What follows belongs to an exercise in optimizing a design on an open flow for small area, a short achievable clock period and few clock cycles per item; a production flow would make more cautious choices. RTL that was checked went through simulation tests only; none was proved equivalent to the original. The RTL of runs 1 and 2 was laid out without a check of its function.

$ cat flow/config.mk
export PLATFORM = sky130hd
export DESIGN_NAME = trivium_keystream_generator_top
export DESIGN_NICKNAME = trivium_keystream_generator_top
export VERILOG_FILES = /design/flow/design.v
export SDC_FILE = /design/flow/constraint.sdc
export NUM_CORES = 4
export LEC_CHECK = 0
export ABC_CLOCK_PERIOD_IN_PS = 2300
export CAP_MARGIN = 20
export CORE_MARGIN = 2
export CORE_UTILIZATION = 60
export SETUP_SLACK_MARGIN = 2.7
export SLEW_MARGIN = 20
$ cat flow/constraint.sdc
create_clock -name core_clock -period 5.0 [get_ports {i_clk}]
set_input_delay 1.0000 -clock core_clock [delete_from_list [all_inputs] [get_ports {i_clk}]]
set_output_delay 1.0000 -clock core_clock [all_outputs]
set_load 0.01 [all_outputs]
$ cat flow/design.v
package tksg_pkg;
    localparam int STATE_BITS = 288;
    localparam int KEY_BITS   = 80;
    localparam int IV_BASE    = 93;
    localparam int WORD_BITS  = 64;
    localparam int COUNT_W    = 7;
    localparam int ROUNDS_W   = 12;
    localparam int CFG_IDX_W  = 3;
    localparam int UNROLL     = 64;    
    localparam logic [ROUNDS_W-1:0] WARMUP_RESET = 12'd576;
    localparam logic OP_RESTART  = 1'b0;
    localparam logic OP_GENERATE = 1'b1;
    localparam logic [CFG_IDX_W-1:0] CFG_KEY_LOW  = 3'd0;
    localparam logic [CFG_IDX_W-1:0] CFG_KEY_HIGH = 3'd1;
    localparam logic [CFG_IDX_W-1:0] CFG_IV_LOW   = 3'd2;
    localparam logic [CFG_IDX_W-1:0] CFG_IV_HIGH  = 3'd3;
    localparam logic [CFG_IDX_W-1:0] CFG_WARMUP   = 3'd4;
    typedef struct packed {
        logic               load;        
        logic               step64;      
        logic               step1;       
        logic               out_we;      
        logic               zero;        
        logic [COUNT_W-1:0] out_n;       
    } t_cmd;
endpackage
module tksg_ctrl #(
    parameter int MAX_BITS_PER_ITEM = 64
) (
    input  logic                             i_clk,
    input  logic                             i_rst_n,
    input  logic                             i_in_valid,
    output logic                             o_in_ready,
    input  logic                             i_opcode,
    input  logic [tksg_pkg::COUNT_W-1:0]     i_bits_wanted,
    output logic                             o_out_valid,
    input  logic                             i_out_ready,
    input  logic                             i_cfg_we,
    input  logic [tksg_pkg::CFG_IDX_W-1:0]   i_cfg_index,
    input  logic [tksg_pkg::ROUNDS_W-1:0]    i_cfg_warm,
    output tksg_pkg::t_cmd                   o_cmd
);
    localparam int RW = tksg_pkg::ROUNDS_W;
    localparam int CW = tksg_pkg::COUNT_W;
    logic [RW-1:0] r_warm;
    logic [RW-1:0] r_rc;         
    logic          r_ge64;       
    logic          r_nz;         
    logic          r_rdy;
    logic          r_out_valid;
    logic          r_stash_v;
    logic          r_stash_op;
    logic [CW-1:0] r_stash_n;
    logic          r_zero;
    logic          accept;
    logic          slot_free;
    logic [CW-1:0] n_in;
    logic          op;
    logic [CW-1:0] n;
    logic          gexec;
    logic          rpush;
    logic          load;
    logic          n_is64;
    logic          n_nz;
    logic          stash_next;
    logic [RW-1:0] rc_next;
    logic          ge64_next;
    logic          nz_next;
    assign accept    = i_in_valid && r_rdy;
    assign slot_free = !r_out_valid || i_out_ready;
    assign n_in      = i_bits_wanted[CW-1] ? CW'(MAX_BITS_PER_ITEM) : i_bits_wanted;
    assign op        = r_stash_v ? r_stash_op : i_opcode;
    assign n         = r_stash_v ? r_stash_n  : n_in;
    assign n_is64    = n[CW-1];
    assign n_nz      = (n != '0);
    assign gexec = (accept || r_stash_v) && op && slot_free;
    assign rpush = (accept || r_stash_v) && !op && slot_free;
    assign load  = accept && !i_opcode;
    assign stash_next = (accept || r_stash_v) && !slot_free;
    always_comb begin
        rc_next   = r_rc;
        ge64_next = r_ge64;
        nz_next   = r_nz;
        if (load) begin
            rc_next   = r_warm;
            ge64_next = (r_warm[RW-1:6] != '0);
            nz_next   = (r_warm != '0);
        end else if (gexec) begin
            rc_next   = n_is64 ? '0 : RW'(n);
            ge64_next = 1'b0;
            nz_next   = !n_is64 && n_nz;
        end else if (r_ge64) begin
            rc_next   = {r_rc[RW-1:6] - 1'b1, r_rc[5:0]};
            ge64_next = (r_rc[RW-1:7] != '0);
            nz_next   = (r_rc != RW'(64));
        end else if (r_nz) begin
            rc_next   = r_rc - 1'b1;
            ge64_next = 1'b0;
            nz_next   = (r_rc != RW'(1));
        end
    end
    always_comb begin
        o_cmd        = '0;
        o_cmd.load   = load;
        o_cmd.step64 = r_ge64 || (gexec && n_is64);
        o_cmd.step1  = r_nz && !r_ge64;
        o_cmd.out_we = gexec || rpush;
        o_cmd.out_n  = gexec ? n : '0;
        o_cmd.zero   = r_zero;
    end
    always_ff @(posedge i_clk) begin
        if (!i_rst_n) begin
            r_warm      <= tksg_pkg::WARMUP_RESET;
            r_rc        <= '0;
            r_ge64      <= 1'b0;
            r_nz        <= 1'b0;
            r_rdy       <= 1'b1;
            r_out_valid <= 1'b0;
            r_stash_v   <= 1'b0;
            r_zero      <= 1'b1;
        end else begin
            if (i_cfg_we && i_cfg_index == tksg_pkg::CFG_WARMUP)
                r_warm <= i_cfg_warm;
            r_rc        <= rc_next;
            r_ge64      <= ge64_next;
            r_nz        <= nz_next;
            r_rdy       <= !stash_next && !nz_next;
            r_out_valid <= gexec || rpush || (r_out_valid && !i_out_ready);
            r_stash_v   <= stash_next;
            if (load)
                r_zero <= 1'b0;
        end
    end
    always_ff @(posedge i_clk) begin
        if (accept) begin
            r_stash_op <= i_opcode;
            r_stash_n  <= n_in;
        end
    end
    assign o_in_ready  = r_rdy;
    assign o_out_valid = r_out_valid;
endmodule
module tksg_dp (
    input  logic                                 i_clk,
    input  logic                                 i_rst_n,
    input  logic                                 i_cfg_we,
    input  logic [tksg_pkg::CFG_IDX_W-1:0]       i_cfg_index,
    input  logic [tksg_pkg::WORD_BITS-1:0]       i_cfg_data,
    input  tksg_pkg::t_cmd                       i_cmd,
    output logic [tksg_pkg::WORD_BITS-1:0]       o_keystream_word,
    output logic [tksg_pkg::COUNT_W-1:0]         o_bit_count
);
    localparam int SB = tksg_pkg::STATE_BITS;
    localparam int WB = tksg_pkg::WORD_BITS;
    localparam int U  = tksg_pkg::UNROLL;
    logic [63:0]   r_key_low;
    logic [15:0]   r_key_high;
    logic [63:0]   r_iv_low;
    logic [15:0]   r_iv_high;
    logic [3:0]    r_cz;             
    logic [SB-1:0] r_state;
    logic [SB-1:0] load_state;
    logic [SB-1:0] st1;
    logic [SB-1:0] st64;
    logic [U-1:0]  z64;
    logic [WB-1:0] mask;
    logic [WB-1:0] r_out_word;
    logic [tksg_pkg::COUNT_W-1:0] r_out_count;
    function automatic logic [SB:0] round(input logic [SB-1:0] s);
        logic t1, t2, t3;
        logic [SB-1:0] n;
        t1 = s[65]  ^ s[92];
        t2 = s[161] ^ s[176];
        t3 = s[242] ^ s[287];
        n      = {s[SB-2:0], 1'b0};
        n[0]   = t3 ^ (s[285] & s[286]) ^ s[68];
        n[93]  = t1 ^ (s[90]  & s[91])  ^ s[170];
        n[177] = t2 ^ (s[174] & s[175]) ^ s[263];
        round = {t1 ^ t2 ^ t3, n};
    endfunction
    always_comb begin : p_round
        logic [SB:0] r;
        logic [SB-1:0] s;
        r   = round(r_state);
        st1 = r[SB-1:0];
        s   = r_state;
        for (int i = 0; i < U; i++) begin
            r      = round(s);
            z64[i] = r[SB];
            s      = r[SB-1:0];
        end
        st64 = s;
    end
    always_comb begin
        load_state = '0;
        load_state[63:0]    = r_key_low  & {64{!r_cz[0]}};
        load_state[79:64]   = r_key_high & {16{!r_cz[1]}};
        load_state[156:93]  = r_iv_low   & {64{!r_cz[2]}};
        load_state[172:157] = r_iv_high  & {16{!r_cz[3]}};
        load_state[287:285] = 3'b111;
    end
    always_ff @(posedge i_clk) begin
        if (!i_rst_n) begin
            r_cz <= '1;
        end else if (i_cfg_we) begin
            unique case (i_cfg_index)
                tksg_pkg::CFG_KEY_LOW:  r_cz[0] <= 1'b0;
                tksg_pkg::CFG_KEY_HIGH: r_cz[1] <= 1'b0;
                tksg_pkg::CFG_IV_LOW:   r_cz[2] <= 1'b0;
                tksg_pkg::CFG_IV_HIGH:  r_cz[3] <= 1'b0;
                default: ;
            endcase
        end
    end
    always_ff @(posedge i_clk) begin
        if (i_rst_n && i_cfg_we) begin
            unique case (i_cfg_index)
                tksg_pkg::CFG_KEY_LOW:  r_key_low  <= i_cfg_data;
                tksg_pkg::CFG_KEY_HIGH: r_key_high <= i_cfg_data[15:0];
                tksg_pkg::CFG_IV_LOW:   r_iv_low   <= i_cfg_data;
                tksg_pkg::CFG_IV_HIGH:  r_iv_high  <= i_cfg_data[15:0];
                default: ;
            endcase
        end
    end
    always_ff @(posedge i_clk) begin
        if (i_cmd.load) begin
            r_state <= load_state;
        end else if (i_cmd.step64) begin
            r_state <= st64;
        end else if (i_cmd.step1) begin
            r_state <= st1;
        end
    end
    always_comb begin
        for (int i = 0; i < WB; i++)
            mask[i] = (i < int'(i_cmd.out_n)) && !i_cmd.zero;
    end
    always_ff @(posedge i_clk) begin
        if (i_cmd.out_we) begin
            r_out_word  <= z64 & mask;
            r_out_count <= i_cmd.out_n;
        end
    end
    assign o_keystream_word = r_out_word;
    assign o_bit_count      = r_out_count;
endmodule
module trivium_keystream_generator_top #(
    parameter int MAX_BITS_PER_ITEM = 64
) (
    input  logic                               i_clk,
    input  logic                               i_rst_n,
    input  logic                               i_in_valid,
    output logic                               o_in_ready,
    input  logic                               i_opcode,
    input  logic [tksg_pkg::COUNT_W-1:0]       i_bits_wanted,
    output logic                               o_out_valid,
    input  logic                               i_out_ready,
    output logic [tksg_pkg::WORD_BITS-1:0]     o_keystream_word,
    output logic [tksg_pkg::COUNT_W-1:0]       o_bit_count,
    input  logic                               i_cfg_we,
    input  logic [tksg_pkg::CFG_IDX_W-1:0]     i_cfg_index,
    input  logic [tksg_pkg::WORD_BITS-1:0]     i_cfg_data
);
    tksg_pkg::t_cmd cmd;
    tksg_ctrl #(
        .MAX_BITS_PER_ITEM (MAX_BITS_PER_ITEM)
    ) u_ctrl (
        .i_clk         (i_clk),
        .i_rst_n       (i_rst_n),
        .i_in_valid    (i_in_valid),
        .o_in_ready    (o_in_ready),
        .i_opcode      (i_opcode),
        .i_bits_wanted (i_bits_wanted),
        .o_out_valid   (o_out_valid),
        .i_out_ready   (i_out_ready),
        .i_cfg_we      (i_cfg_we),
        .i_cfg_index   (i_cfg_index),
        .i_cfg_warm    (i_cfg_data[tksg_pkg::ROUNDS_W-1:0]),
        .o_cmd         (cmd)
    );
    tksg_dp u_dp (
        .i_clk            (i_clk),
        .i_rst_n          (i_rst_n),
        .i_cfg_we         (i_cfg_we),
        .i_cfg_index      (i_cfg_index),
        .i_cfg_data       (i_cfg_data),
        .i_cmd            (cmd),
        .o_keystream_word (o_keystream_word),
        .o_bit_count      (o_bit_count)
    );
endmodule
$ cat flow/run.sh
#!/bin/bash
# synth_recipe.tcl (not shown) runs the flow's synth.tcl, then flattens the netlist and writes it again
# the make line also repeats each setting of config.mk as NAME=value (left out here)
make -C /OpenROAD-flow-scripts/flow DESIGN_CONFIG=/design/flow/config.mk WORK_HOME=/design/flow/orfs CLKGATE_MAP_FILE= SYNTH_SCRIPT=/design/flow/synth_recipe.tcl finish
==> results.txt, run 1 <==
status finished clean; layout cells sized above 1 0.0989; worst r2r src u_dp.r_state[239]; Setup CP Type register to register; startpoint types register; DR vias 24900; Netlist cell types 64; relative slew slack 0.312; Synth top area share 0.389; largest net degree at the start of global routing 160; clock slew at reported path FFs 0.06 ns; Yosys top cell by area edfxtp_1; synthesized flop and latch total 561; worst reg-to-reg setup slack 2.57 ns; vias per inst 6.75; Worst-Skew Late Latency 0.67 ns; number of synthesized flops with an enable pin 399; Design Area, Final 36200 um2; ys flop type edfxtp_1; Placer Congestion 1.11; # diodes 0; DR pass1 iterations 10; leading cell type by number of instances after synthesis xnor2_1; Overflow after GRT 0; CP Data Required Time 5.41 ns; Syn Area/Cell 10.5 um2; H-tree depth 2; Period minus WS final 2.43 ns; Port Buffer Count 152; die width 230 um; Cells after Synth 2918; Worst R2R Path Depth 5; unrepaired setup endpoints after global routing true; clock skew 0.0356 ns; die extent in y 230 um; I/O pin count 153; initial antenna violation count 0; area delta synth->final 17.6%; Fin Setup TNS 0 ns; Worst Max-Slew Pin Slew 1.03 ns; clk root buf clkbuf_16; Routed Antenna Nets 0; Placed Instances 3506; CTS tree built; # rows 82; hold slack 0.480 ns; # clock sinks 561; largest cells by area after synthesis edfxtp_1 39%, xnor2_1 20%, dfxtp_1 11%; first-pass GRT wire length 162000 um; Max Clock Freq 412 MHz; Clock Path Buffers 3; CP Capture Type register; Async SR Flop Fraction 0; WL/cell 31.9 um; hold endpoint u_ctrl.r_warm[2]; hold path cells 2; non-filler cells, final 3695; Min-Delay Startpoint u_ctrl.r_warm[2]; max-cap violations 0; worst-path fanout max 7; Hold Vio Cnt, Final 0; Final Util 0.718; worst hold path type register to register; synth cell count leaders 705 x xnor2_1, 399 x edfxtp_1, 310 x nand2_1; worst r2r dst u_dp.r_state[15]; syn_nets 3003; Synth Cell Area 30800 um2; sequential share of the synthesized area 0.495; Post-Route WL 118000 um; die area 53100 um2; initial drt markers 4457; DRC 0; placed inst area 32800 um2; Arr. time, crit path 2.84 ns; Total Routing Usage GR 0.428; Final Setup Violations 0; synth warn 2; core area 50400 um2; vias in the first global route 22900; initial core utilization 0.611; fin. max-slew vios 0; period utilization 0.486; Layout Nets 3058; total CTS buffers 59; HPWL Detailed 82600 um
-- metal layers --
metal | share of wire | vias up | wire length [um] | track usage
met3 | 0.16 | 444 | 18300 | 0.150
met2 | 0.41 | 2130 | 48000 | 0.607
met4 | 0.072 | 0 | 8470 | 0.225
met5 | 0 | - | 0 | 0
li1 | - | 10400 | - | -
met1 | 0.36 | 12000 | 42900 | 0.576
-- area by class of cell --
cell class	instances	area (um2)
Sequential cell	561	15200
Multi-Input combinational cell	2068	14900
Fill cell	3667	14200
Timing Repair Buffer	269	3060
Clock buffer	77	1620
Tap cell	672	841
Clock inverter	34	499
Inverter	14	56.3
-- worst max-delay path, cell delays in order (launching register included) --
cell     delay [ns]
dfxtp_1        0.47
xnor2_1        0.80
xnor2_1        0.42
xnor2_1        0.25
mux2i_1        0.17
o21ai_1        0.07
-- layout by cell type (no fill, tap or decap), types with 5 or more instances in the layout --
cell / synthesis / layout
a211oi_1: 116 / 106
a211oi_2: 0 / 9
a21oi_1: 69 / 68
a222oi_1: 61 / 61
a22oi_1: 5 / 5
a31oi_1: 37 / 37
buf_12: 0 / 23
buf_16: 0 / 11
buf_4: 3 / 68
buf_6: 12 / 5
bufinv_16: 0 / 11
clkbuf_1: 236 / 12
clkbuf_16: 0 / 66
clkbuf_8: 0 / 5
clkdlybuf4s15_1: 0 / 54
clkdlybuf4s50_1: 0 / 71
clkinv_1: 3 / 11
clkinv_2: 0 / 7
dfxtp_1: 162 / 158
dlygate4sd2_1: 0 / 18
edfxtp_1: 399 / 399
ha_1: 5 / 5
inv_1: 11 / 8
mux2i_1: 193 / 187
nand2_1: 310 / 303
nand2_4: 0 / 5
nand3_1: 144 / 144
nor2_1: 162 / 157
nor2_4: 0 / 5
nor3_1: 17 / 12
nor4_1: 7 / 5
o21ai_0: 80 / 15
o21ai_1: 69 / 126
o21ai_2: 0 / 5
o31ai_1: 10 / 9
xnor2_1: 705 / 703
-- flip-flops by register name, indices dropped and copies added (netlist names) --
register,count
u_ctrl.r_out_valid,1
u_dp.r_key_high,16
u_ctrl.r_zero,1
u_ctrl.r_rc,12
u_dp.r_iv_low,64
u_dp.r_cz,4
u_dp.r_state,288
u_ctrl.r_nz,1
u_ctrl.r_warm,12
u_dp.r_key_low,64
u_ctrl.r_stash_op,1
u_ctrl.r_stash_n,7
u_ctrl.r_stash_v,1
u_dp.r_out_count,7
u_ctrl.r_rdy,1
u_dp.r_out_word,64
u_dp.r_iv_high,16
u_ctrl.r_ge64,1
-- worst max-delay path by stage --
| stage | endpoint | slack, ns | startpoint | cells past startpoint |
|---|---|---|---|---|
| after floorplan | u_dp.r_key_low[0] | 1.27 | i_rst_n | 3 |
| after global placement | u_dp.r_state[30] | 0.86 | i_bits_wanted[6] | 7 |
| after detailed placement | u_dp.r_state[17] | 0.78 | i_bits_wanted[6] | 7 |
| after CTS | u_dp.r_out_word[54] | 2.70 | i_out_ready | 7 |
| after global routing | u_dp.r_out_word[12] | 2.65 | i_bits_wanted[3] | 5 |
| final | u_dp.r_state[15] | 2.57 | u_dp.r_state[239] | 5 |
-- what timing repair did --
item,in CTS,in global routing
buffers inserted,41,19
resized for setup,154,91
setup endpoints to repair,820,515
hold endpoints to repair,0,0
gates cloned,11,7
hold buffers,0,0
pin swaps,11,17
-- stage by stage --
step | worst slack (ns)
6_report | 2.57
5_1_grt | 2.65
4_1_cts | 2.70
3_5_place_dp | 0.783
3_3_place_gp | 0.864
2_1_floorplan | 1.27
-- cell families after synthesis --
family / share of synthesized area
adders and majority gates: 0.00203
DFF: 0.495
xor gates and xnor gates: 0.201
muxes: 0.0637
AOI/OAI and AO/OA: 0.102
buffers and inverters: 0.0397
and+or+nand+nor: 0.0960
==> run 2: changes to the inputs <==
--- a/flow/config.mk
+++ b/flow/config.mk
@@ -9,5 +9,5 @@
 export CAP_MARGIN = 20
 export CORE_MARGIN = 2
-export CORE_UTILIZATION = 60
+export CORE_UTILIZATION = 40
 export SETUP_SLACK_MARGIN = 2.7
 export SLEW_MARGIN = 20
==> run 2 against run 1 <==
Still clean on timing, DRC and antenna. Die area grew 49%. Cell area up 5.0%. Non-clock buffer count rose by 44. First-iteration DRC count decreased by 16%. Core utilization down 22 points. Via count fell by 2.3%. Cell count rose by 11%. Clock-buffer cell count is 9 lower. Wire length is 12% higher. Critical path type unchanged.
==> results.txt, run 2 <==
status finished clean; clock slew at reported path FFs 0.07 ns (about the same); die extent in y 281 um (+22%); CTS tree built; Async SR Flop Fraction 0 (unchanged); Total Routing Usage GR 0.320 (-0.108); core area 76100 um2 (+51%); initial antenna violation count 1 (+1); largest cells by area after synthesis edfxtp_1 39%, xnor2_1 20%, dfxtp_1 11%; Cells after Synth 2918 (unchanged); vias per inst 5.94 (-12%); Setup CP Type register to register; clock skew 0.0353 ns (-0.000308 ns); Max Clock Freq 415 MHz (+0.78%); largest net degree at the start of global routing 86 (-46%); layout cells sized above 1 0.143 (+0.0439); die area 79100 um2 (+49%); Port Buffer Count 152 (unchanged); relative slew slack 0.328 (+0.0159); initial core utilization 0.404 (-0.206); most frequent cells in the layout 699 x xnor2_1, 399 x edfxtp_1, 279 x nand2_1; Hold Vio Cnt, Final 0 (unchanged); placed inst area 33200 um2 (+1.5%); Clock Path Buffers 3 (unchanged); Arr. time, crit path 2.78 ns (-0.06 ns); # rows 101 (+23%); Largest Register u_dp.r_state; Worst-Skew Late Latency 0.66 ns (about the same); first-pass GRT wire length 177000 um (+9.7%); clk root buf clkbuf_16; unrepaired setup endpoints after global routing true; synth cell count leaders 705 x xnor2_1, 399 x edfxtp_1, 310 x nand2_1; vias in the first global route 22700 (-0.71%); fin. max-slew vios 0 (unchanged); Layout Nets 3102 (+1.4%); Yosys top cell by area edfxtp_1; initial drt markers 3765 (-16%); Post-Route WL 131000 um (+12%); Layout fillers 6813 (+86%); Synth top area share 0.389 (unchanged); H-tree depth 2 (unchanged); DR vias 24400 (-2.3%); worst hold path type register to register; Hold-fix buffers, CTS 0 (unchanged); Final Setup Violations 0 (unchanged); Design Area, Final 38000 um2 (+5.0%); DR pass1 iterations 9 (-1); WL/cell 32.0 um (+0.54%); Fin Setup TNS 0 ns (unchanged); area of the multi-input gates 15400 um2 (+3.3%); Overflow after GRT 0 (unchanged); HPWL Detailed 93600 um (+13%); sequential share of the synthesized area 0.495 (unchanged); number of flip-flops in the largest register 288 (unchanged); most common cell after layout, fill and taps aside xnor2_1; syn_nets 3003 (unchanged); total CTS buffers 60 (+1.7%); Netlist cell types 64 (unchanged); worst-path fanout max 7 (unchanged); leading cell type by number of instances after synthesis xnor2_1; CP Capture Type register; Reg area 15200 um2 (about the same); CP Data Required Time 5.37 ns (-0.04 ns); Worst Max-Slew Pin Slew 1.00 ns (-0.0311 ns); Placer Congestion 0.990 (-11%); die width 281 um (+22%); Synth Cell Area 30800 um2 (unchanged); period utilization 0.482 (-0.00375); Routed Antenna Nets 0 (unchanged); DRC 0 (unchanged); synth warn 2 (unchanged); area delta synth->final 23.4%; Syn Area/Cell 10.5 um2 (unchanged); number of synthesized flops with an enable pin 399 (unchanged); startpoint types register; I/O pin count 153 (unchanged); synthesized flop and latch total 561 (unchanged); max-cap violations 0 (unchanged); Period minus WS final 2.41 ns (-0.0188 ns); # clock sinks 561 (unchanged); ys flop type edfxtp_1
-- run 2: cell type report --
type                       count  area share
tap                         1030      0.0339
inverter                      14     0.00148
clock inverter                44      0.0127
clock buffer                  68      0.0403
antenna                        1   0.0000659
multi-input combinational   2067       0.404
timing repair buffer         313       0.106
sequential                   561       0.401
-- run 2: logic make-up after synthesis --
| family | share of synthesized area |
|---|---|
| xor gates and xnor gates | 0.201 |
| and+or+nand+nor | 0.0960 |
| DFF | 0.495 |
| AOI/OAI and AO/OA | 0.102 |
| buffers and inverters | 0.0397 |
| muxes | 0.0637 |
| adders and majority gates | 0.00203 |
-- run 2: path summary, 6_finish.rpt --
path,from,endpoint,slack [ns],cells after the start
worst max-delay path,u_ctrl.r_stash_v,u_dp.r_state[9],2.59,11
worst min-delay path,u_ctrl.r_warm[2],u_ctrl.r_warm[2],0.48,2
worst max register to register,u_ctrl.r_stash_v,u_dp.r_state[9],2.59,11
worst min register to register,u_ctrl.r_warm[2],u_ctrl.r_warm[2],0.48,2
-- run 2: critical path, cell delays in order (launching register included) --
cell	delay (ns)
dfxtp_4	0.35
buf_12	0.13
mux2i_4	0.19
nor4_4	0.27
buf_6	0.16
or2_4	0.17
buf_12	0.13
buf_16	0.15
buf_8	0.14
buf_6	0.13
mux2i_1	0.20
o21ai_1	0.09
-- run 2: stage by stage --
step,hold WS [ns],instances,utilization,worst slack [ns]
2_1_floorplan,0.441,2918,-,1.27
3_3_place_gp,0.462,3871,0.437,1.06
3_5_place_dp,0.468,3871,0.437,1.01
4_1_cts,0.477,4053,0.482,2.62
5_1_grt,0.494,4097,0.499,2.51
6_report,0.475,4098,0.499,2.59
-- run 2: per-layer routing --
| layer | vias to the layer above | global-route usage | part of all wire |
|---|---|---|---|
| li1 | 10500 | - | - |
| met1 | 12100 | 0.450 | 0.41 |
| met2 | 1543 | 0.489 | 0.44 |
| met3 | 259 | 0.0531 | 0.10 |
| met4 | 2 | 0.135 | 0.054 |
| met5 | - | 0 | 0.000099 |
-- run 2: timing repair --
item	in CTS	in global routing
pin swaps	18	60
setup endpoints to repair	742	471
cloned	18	27
setup buffers	52	17
gates resized for setup	286	139
==> run 3: changes to the inputs <==
--- a/flow/design.v
+++ b/flow/design.v
@@ -87,7 +87,7 @@
             nz_next   = (r_warm != '0);
         end else if (gexec) begin
-            rc_next   = n_is64 ? '0 : RW'(n);
+            rc_next   = (n_is64 || !n_nz) ? '0 : RW'(n - 1'b1);
             ge64_next = 1'b0;
-            nz_next   = !n_is64 && n_nz;
+            nz_next   = !n_is64 && n_nz && (n != CW'(1));
         end else if (r_ge64) begin
             rc_next   = {r_rc[RW-1:6] - 1'b1, r_rc[5:0]};
@@ -104,5 +104,5 @@
         o_cmd.load   = load;
         o_cmd.step64 = r_ge64 || (gexec && n_is64);
-        o_cmd.step1  = r_nz && !r_ge64;
+        o_cmd.step1  = (r_nz && !r_ge64) || (gexec && n_nz && !n_is64);
         o_cmd.out_we = gexec || rpush;
         o_cmd.out_n  = gexec ? n : '0;
--- a/flow/config.mk
+++ b/flow/config.mk
@@ -6,8 +6,6 @@
 export NUM_CORES = 4
 export LEC_CHECK = 0
-export ABC_CLOCK_PERIOD_IN_PS = 2300
 export CAP_MARGIN = 20
 export CORE_MARGIN = 2
 export CORE_UTILIZATION = 40
-export SETUP_SLACK_MARGIN = 2.7
 export SLEW_MARGIN = 20
==> run 3 against run 2 <==
Cell area shrank 4.7%. Die area grew 2.7%. Worst hold slack gained 0.0049 ns. Critical path depth shrank 1. Via count grew 1.0%. Non-clock buffer count shrank 97. Clock-buffer cell count shrank 2. Area after synthesis grew 2.8%. Synthesized cell count grew 7.6%. Fmax shrank 32%. Global-route usage shrank 3.3 points. Critical endpoint is now u_dp.r_state[31]. Largest cell class is now registers.
==> results.txt, run 3 <==
Arr. time, crit path 3.94 ns (+1.16 ns); synth cell count leaders 642 x xnor2_1, 417 x nand2_1, 399 x edfxtp_1; Async SR Flop Fraction 0 (unchanged); DR vias 24600 (+1.0%); layout cells sized above 1 0.0625 (-0.0803); vias per inst 5.85 (-1.5%); relative slew slack 0.327 (-0.000970); status finished clean; Hold-fix buffers, CTS 0 (unchanged); largest cells by area after synthesis edfxtp_1 38%, xnor2_1 18%, dfxtp_1 10%; leading cell type by number of instances after synthesis xnor2_1; Synth Cell Area 31600 um2 (+2.8%); Total Routing Usage GR 0.287 (-0.0327); placed inst area 34000 um2 (+2.3%); worst-path fanout max 39 (+32); CP Data Required Time 5.37 ns (about the same); Final Setup Violations 0 (unchanged); max-cap violations 0 (unchanged); CTS tree built; Overflow after GRT 0 (unchanged); most frequent cells in the layout 642 x xnor2_1, 416 x nand2_1, 399 x edfxtp_1; Period minus WS final 3.57 ns (+1.16 ns); initial drt markers 3406 (-9.5%); WL met3 12000 um (-9.4%); total CTS buffers 61 (+1.7%); Clock Path Buffers 3 (unchanged); clock slew at reported path FFs 0.06 ns (about the same); first-pass GRT wire length 169000 um (-4.6%); Post-Route WL 119000 um (-9.2%); wire length on met1 50800 um (-5.1%); die extent in y 285 um (+1.4%); Worst-Skew Late Latency 0.66 ns (about the same); sequential share of the synthesized area 0.481 (-0.0134); Largest Register u_dp.r_state; worst hold path type register to register; synthesized flop and latch total 561 (unchanged); Worst Max-Slew Pin Slew 1.00 ns (-0.000577 ns); Final Util 0.460 (-0.0389); I/O pin count 153 (unchanged); number of flip-flops in the largest register 288 (unchanged); Layout Nets 3187 (+2.7%); clock skew 0.0333 ns (-0.00192 ns); Post-CTS Resized 0 (-100%); Placer Congestion 1.05 (+6.2%); DR pass1 iterations 13 (+4); # clock sinks 561 (unchanged); unrepaired setup endpoints after global routing false; syn_nets 3228 (+7.5%); CP Capture Type register; initial antenna violation count 0 (-1); DRC 0 (unchanged); Max Clock Freq 280 MHz (-32%); Yosys top cell by area edfxtp_1; clk root buf clkbuf_16; # rows 103 (+2.0%); Port Buffer Count 152 (unchanged); largest net degree at the start of global routing 107 (+24%); Design Area, Final 36200 um2 (-4.7%); # diodes 0 (-1); highest routed layer met4; synth warn 2 (unchanged); Netlist cell types 66 (+3.1%); non-filler cells, final 4203 (+2.6%); WL/cell 28.4 um (-11%); die area 81300 um2 (+2.7%); vias in the first global route 23000 (+1.2%); HPWL Detailed 90500 um (-3.3%); Hold Vio Cnt, Final 0 (unchanged); Cells after Synth 3141 (+7.6%); area delta synth->final 14.4%; core area 78600 um2 (+3.3%); ys flop type edfxtp_1; WL met2 51400 um (-10%); period utilization 0.714 (+0.232); fin. max-slew vios 0 (unchanged); Syn Area/Cell 10.1 um2 (-4.5%); most common cell after layout, fill and taps aside xnor2_1; setup bufs post-CTS 0 (-100%); Setup CP Type input port to register; H-tree depth 2 (unchanged); Synth top area share 0.379 (-0.0106); Placed Instances 4087 (+5.6%); startpoint types input port; Fin Setup TNS 0 ns (unchanged); Routed Antenna Nets 0 (unchanged); die width 285 um (+1.4%); number of synthesized flops with an enable pin 399 (unchanged); initial core utilization 0.402 (-0.00215)
-- run 3: routing by layer --
layer,GRT usage,vias up
met3,0.0570,216
li1,-,10900
met1,0.413,12100
met5,0,-
met4,0.104,0
met2,0.429,1366
-- run 3: worst paths after layout --
kind | start | to | slack [ns] | depth (start not counted)
worst min register to register | u_ctrl.r_warm[1] | u_ctrl.r_warm[1] | 0.48 | 2
worst max-delay path | i_bits_wanted[6] | u_dp.r_state[31] | 1.43 | 10
worst min-delay path | u_ctrl.r_warm[1] | u_ctrl.r_warm[1] | 0.48 | 2
worst max register to register | u_ctrl.r_stash_v | u_dp.r_out_word[46] | 1.67 | 7
-- run 3: final cells by class --
cell class	count	area, um2
Tap cell	1050	1310
Sequential cell	561	15200
Timing Repair Buffer	216	2230
Clock inverter	50	616
Clock buffer	66	1590
Fill cell	7516	42400
Multi-Input combinational cell	2244	15200
Inverter	16	60.1
-- run 3: cell families (layout without fill, tap and decap cells) --
kind of cell | Yosys count | count (layout) | synth area share
multiplexers | 130 | 130 | 0.0417
AND/OR/NAND/NOR | 854 | 854 | 0.120
buffers and inverters | 336 | 348 | 0.0421
flip-flops | 561 | 561 | 0.481
AO/OA/AOI/OAI | 544 | 544 | 0.115
adder cells (fa/ha/maj) | 7 | 7 | 0.00277
XOR/XNOR | 709 | 709 | 0.198
-- run 3: stage by stage --
step / worst slack, ns / hold WS [ns]
after global placement: 0.822 / 0.467
after CTS: 1.44 / 0.480
after detailed placement: 0.791 / 0.469
after floorplan: 0.143 / 0.449
final: 1.43 / 0.480
after global routing: 1.33 / 0.504
-- run 3: critical path, cell delays in order --
cell             delay, ns
clkdlybuf4s50_1       0.48
buf_4                 0.20
nor2b_1               0.08
mux2i_1               0.12
buf_4                 0.15
ha_1                  0.18
o311ai_1              0.22
o311ai_4              0.49
nand3_4               0.53
buf_12                0.40
Testbench counts of run 3, summed over its fixed seeds: cycles 1,352, items 65,536.

-- static timing again, ports no longer ideal --
The flow's constraints put no driver on any port. The routed layouts listed below were extracted and timed again, unchanged, in two steps. Step 1 (the two cells are an assumption about what drives the block):
set clk [get_ports {i_clk}]
set_driving_cell -lib_cell sky130_fd_sc_hd__clkbuf_16 $clk
set_driving_cell -lib_cell sky130_fd_sc_hd__buf_2 [delete_from_list [all_inputs] $clk]
Step 2 also shifts input and output timing later by t, the mid clock arrival at the registers, as if the neighbouring blocks saw the same clock. Three values: ideal ports, drivers, drivers and shift; two values: the first two.
| run | t, ns | setup WS [ns] | slew at the worst register clock pin (ns) |
|---|---|---|---|
| run 1 | 0.714 | 2.570 / 2.570 / 2.005 | 0.07 / 0.07 |
| run 2 | 0.707 | 2.589 / 2.589 / 1.934 | 0.07 / 0.07 |
| run 3 | 0.704 | 1.429 / 1.468 / 0.764 | 0.07 / 0.07 |
After both steps setup and hold are still met in every run listed. For run 3, which loses most, drivers alone change the setup slack by +0.039 ns; drivers and shift together by -0.665 ns.
